Source: an optimization exercise on an open RTL-to-GDS flow (aim: small area, a short achievable clock period and few clock cycles per item). Production flows keep margins and buffers that such runs may drop. At most, simulation tests tie the RTL to the original design; equivalence was not proved. Power is estimated from default activity; no workload was simulated.

## point_in_polygon_crossing_unit
module point_in_polygon_crossing_unit #(
  parameter int unsigned CoordBits = pipcu_pkg::COORD_BITS_DEFAULT
) (
  input  logic                        clk_i,
  input  logic                        rst_ni,
  input  logic                        push,
  output logic                        full,
  input  logic signed [CoordBits-1:0] point_x_i,
  input  logic signed [CoordBits-1:0] point_y_i,
  input  logic signed [CoordBits-1:0] start_x_i,
  input  logic signed [CoordBits-1:0] start_y_i,
  input  logic signed [CoordBits-1:0] end_x_i,
  input  logic signed [CoordBits-1:0] end_y_i,
  input  logic                        last_edge_i,
  output logic                        empty,
  input  logic                        pop,
  output logic                        inside_res_o
);
Size: ~2200 cells after synthesis, about 160 flip-flops, about 200 I/O pins, ~18000 µm² of cells after synthesis.
clock: 10.0 ns
lec_check: 0
cap_margin: 20
core_margin: 2
core_utilization: 65
place_density: 0.75
setup_slack_margin: 5
slew_margin: 20
run.sh (not shown) runs the stock make flow with config.mk's settings and CLKGATE_MAP_FILE= SYNTH_SCRIPT=/design/flow/synth_recipe.tcl, a recipe that flattens the netlist after the stock synthesis.
Edit:
Settings changed: CORE_UTILIZATION 65 to 40, PLACE_DENSITY 0.75 to not set.
What happened:
- critical path depth climbs by 1
- via count drops by a few percent
- hold slack improves by 0.0031 ns
- first-iteration DRC count drops by well over a third
- final area climbs by a few percent
- synthesized area is unchanged
- worst setup slack improves by 0.047 ns
- utilization drops by 30 points
- combinational power barely changes
Function was not checked in any run of this note: the RTL went through the layout flow alone.


Another version of the RTL of point_in_polygon_crossing_unit (not shown whole).
Size: ~2300 cells after synthesis, ~160 flip-flops, about 200 I/O pins.
Settings: LEC_CHECK=0, CAP_MARGIN=20, CORE_MARGIN=2, CORE_UTILIZATION=40, CTS_BUF_LIST=sky130_fd_sc_hd__clkbuf_8, SLEW_MARGIN=20; clock period 10.0 ns.
standard.sh (not shown) runs the stock make flow with config.mk's settings and CLKGATE_MAP_FILE= SYNTH_SCRIPT=/design/flow/synth_recipe.tcl, a recipe that flattens the netlist after the stock synthesis.
==> flow/flow/run.sh <==
#!/bin/bash
# The standard layout (standard synthesis, constraint.sdc and clock period unchanged), with
# the port buffers that global placement inserts made of the smallest plain buffer, and timing
# repair aiming at the setup margin in margin.txt.
set -euo pipefail
bash standard.sh "BUFFER_PORTS_ARGS=-buffer_cell $(cat flow/port_buffer.txt)" \
  "SETUP_SLACK_MARGIN=$(cat flow/margin.txt)" finish > standard_flow.log 2>&1
==> flow/flow/margin.txt <==
5.4
==> flow/flow/port_buffer.txt <==
sky130_fd_sc_hd__buf_1
Change:
==> flow/flow/margin.txt (replaced) <==
5.6
Effect: Global-route usage is about the same; design area is higher by 0.88%; sequential power hardly moves; final cell count is unchanged.
No functional check of the RTL was part of any run of this note.


Another version of the RTL of point_in_polygon_crossing_unit (not shown whole).
For scale: about 2200 cells after synthesis, ~160 flip-flops, about 200 I/O pins, about 17000 µm² of cells after synthesis.
clock: 10.0 ns
lec_check: 0
cap_margin: 20
core_margin: 2
core_utilization: 40
setup_slack_margin: 3
slew_margin: 20
run.sh (not shown) runs the stock make flow with config.mk's settings and CLKGATE_MAP_FILE= SYNTH_SCRIPT=/design/flow/synth_recipe.tcl, a recipe that flattens the netlist after the stock synthesis.
Stock flow here: none of the scripts above is used.
Then changed:
--- a/flow/config.mk
+++ b/flow/config.mk
@@ -10,3 +10,3 @@
 export CORE_UTILIZATION = 40
-export SETUP_SLACK_MARGIN = 3
+export SETUP_SLACK_MARGIN = 5
 export SLEW_MARGIN = 20
What happened: Die area does not change; global-route usage rises by 0.90 points; setup slack improves by 840 ps; non-clock buffer count grows by 28; cell area goes up by 3.9%; register-to-register slack is better by 110 ps; synthesized area does not change; clock-buffer cell count is lower by 3; final cell count rises by 1.0%; synthesized cell count is unchanged; clock skew barely changes.
Function was not checked in any run of this note: the RTL went through the layout flow alone.


run 1:
point_in_polygon_crossing_unit, a different RTL version from the one above (not shown whole).
Size in the first run: ~2200 cells after synthesis, roughly 160 flip-flops, roughly 200 I/O pins, roughly 18000 µm² of cells after synthesis.
==> flow/design.v (excerpt) <==
module point_in_polygon_crossing_unit #(
  parameter int unsigned CoordBits = pipcu_pkg::COORD_BITS_DEFAULT
) (
  input  logic                        clk_i,
  input  logic                        rst_ni,
  input  logic                        push,
  output logic                        full,
  input  logic signed [CoordBits-1:0] point_x_i,
  input  logic signed [CoordBits-1:0] point_y_i,
  input  logic signed [CoordBits-1:0] start_x_i,
  input  logic signed [CoordBits-1:0] start_y_i,
  input  logic signed [CoordBits-1:0] end_x_i,
  input  logic signed [CoordBits-1:0] end_y_i,
  input  logic                        last_edge_i,
  output logic                        empty,
  input  logic                        pop,
  output logic                        inside_res_o
);
==> flow/config.mk <==
export PLATFORM = sky130hd
export DESIGN_NAME = point_in_polygon_crossing_unit
export DESIGN_NICKNAME = point_in_polygon_crossing_unit
export VERILOG_FILES = /design/flow/design.v
export SDC_FILE = /design/flow/constraint.sdc
export NUM_CORES = 4
export LEC_CHECK = 0
export CAP_MARGIN = 20
export CORE_MARGIN = 2
export CORE_UTILIZATION = 40
export SLEW_MARGIN = 20
==> flow/constraint.sdc <==
create_clock -name core_clock -period 10.0 [get_ports {clk_i}]
set_input_delay 2.0000 -clock core_clock [delete_from_list [all_inputs] [get_ports {clk_i}]]
set_output_delay 2.0000 -clock core_clock [all_outputs]
set_load 0.01 [all_outputs]
standard.sh (not shown) runs the stock make flow with config.mk's settings and CLKGATE_MAP_FILE= SYNTH_SCRIPT=/design/flow/synth_recipe.tcl, a recipe that flattens the netlist after the stock synthesis.
==> flow/flow/margin.txt <==
5.2
Scripts as last shown in full above: flow/flow/run.sh, flow/flow/port_buffer.txt
Testbench counts of run 1, summed over its fixed seeds: cycles 23,339, items 16,856.
Modified inputs, run 2 compared to run 1
==> flow/flow/margin.txt <==
6.2
Notes after the runs:
- On run 2: setup slack at placement is 180 ps higher than what run 1 gave.
- Run 2 gives more area growth from synthesis to final layout than run 1 did.
- Looking only at final critical path time including I/O delays and setup, and setting everything else aside, the higher value of run 1 and run 2 goes to run 1.
- Looking at worst setup path startpoint, the start_x_i[11] result is from run 2; the start_x_i[8] one comes from run 1.
- Setup slack in run 2 is 380 ps above run 1.
- Between run 2 and run 1, the total sequential power figures differ only marginally.
[inputs] run 3 vs run 2
Settings: CTS_BUF_LIST newly set to sky130_fd_sc_hd__clkbuf_8.
==> flow/flow/margin.txt <==
5.6
### Flow results
When the final numbers for run 3 and run 2 were put side by side, the post-route cell area turned out to be smaller in run 3. Run 3 against run 2: final critical-path share of the clock period climbed 0.66 points; wire length of the first global-routing pass shows a reduction of about 2.5%. Going from run 2 to run 3, layout overhead on the synthesized area shrinks by 16 points. Switching power: run 3 < run 2.
The inputs of run 4 differ from those of run 3 as listed below.
Settings: CORE_UTILIZATION: 40 -> 55.
==> comparison <==
Diff run 3 -> run 4: number of cells on the critical path saw a decrease, wire length saw a decrease. On area of the multi-input gates: run 4 sits above run 3. The most common cell after layout, fill and taps aside comes out sky130_fd_sc_hd__inv_1 in one run and sky130_fd_sc_hd__ha_1 in the other, namely in run 4 and run 3 respectively. Changes observed in run 4 relative to run 3: number of global-route vias before repair lost 645, fraction of the cycle the final worst path needs about even. Changes observed in run 4 relative to run 3: sequential cell power neither gained nor lost much, post-layout worst setup margin increased by 5.0 ps relative to the old numbers.

## separate check: timing with driven ports
Ports are ideal in the flow. The routed layouts listed here were re-timed in OpenROAD. Step 1 (the two cells are an assumption about what drives the block):
set clk [get_ports {clk_i}]
set_driving_cell -lib_cell sky130_fd_sc_hd__clkbuf_16 $clk
set_driving_cell -lib_cell sky130_fd_sc_hd__buf_2 [delete_from_list [all_inputs] $clk]
Step 2 also shifts input and output timing later by t, the mid clock arrival at the registers, as if the neighbouring blocks saw the same clock. a / b / c = no drivers / after step 1 / after step 2; a / b = the first two.
| run | t, ns | slack for setup (ns) | hold slack, ns | pins driven straight from the clock port |
|---|---|---|---|---|
| the first run of note 1 | 0.482 | 4.407 / 4.356 / 4.613 | 0.440 / 0.440 / 0.440 | 1 |
| the second run of note 1 | 0.481 | 4.454 / 4.401 / 4.614 | 0.443 / 0.443 / 0.443 | 1 |
| the first run of note 2 | 0.506 | 4.393 / 4.361 / 4.361 | 0.463 / 0.463 / 0.463 | 1 |
| the second run of note 2 | 0.508 | 4.393 / 4.361 / 4.361 | 0.463 / 0.463 / 0.463 | 1 |
| the first run of note 3 | 0.480 | 3.434 / 3.379 / 3.859 | 0.457 / 0.457 / 0.457 | 1 |
| the second run of note 3 | 0.487 | 4.271 / 4.215 / 4.619 | 0.449 / 0.449 / 0.449 | 1 |
| run 1 | 0.483 | 5.287 / 5.317 / 4.834 | 0.446 / 0.446 / 0.446 | 1 |
| run 2 | 0.488 | 5.663 / 5.668 / 5.180 | 0.455 / 0.455 / 0.455 | 1 |
| run 3 | 0.539 | 5.597 / 5.596 / 5.057 | 0.453 / 0.453 / 0.453 | 1 |
| run 4 | 0.534 | 5.602 / 5.626 / 5.092 | 0.457 / 0.457 / 0.457 | 1 |
After both steps every run listed still meets setup and hold. For run 3, which loses most, drivers alone change the setup slack by -0.001 ns; drivers and shift together by -0.540 ns.
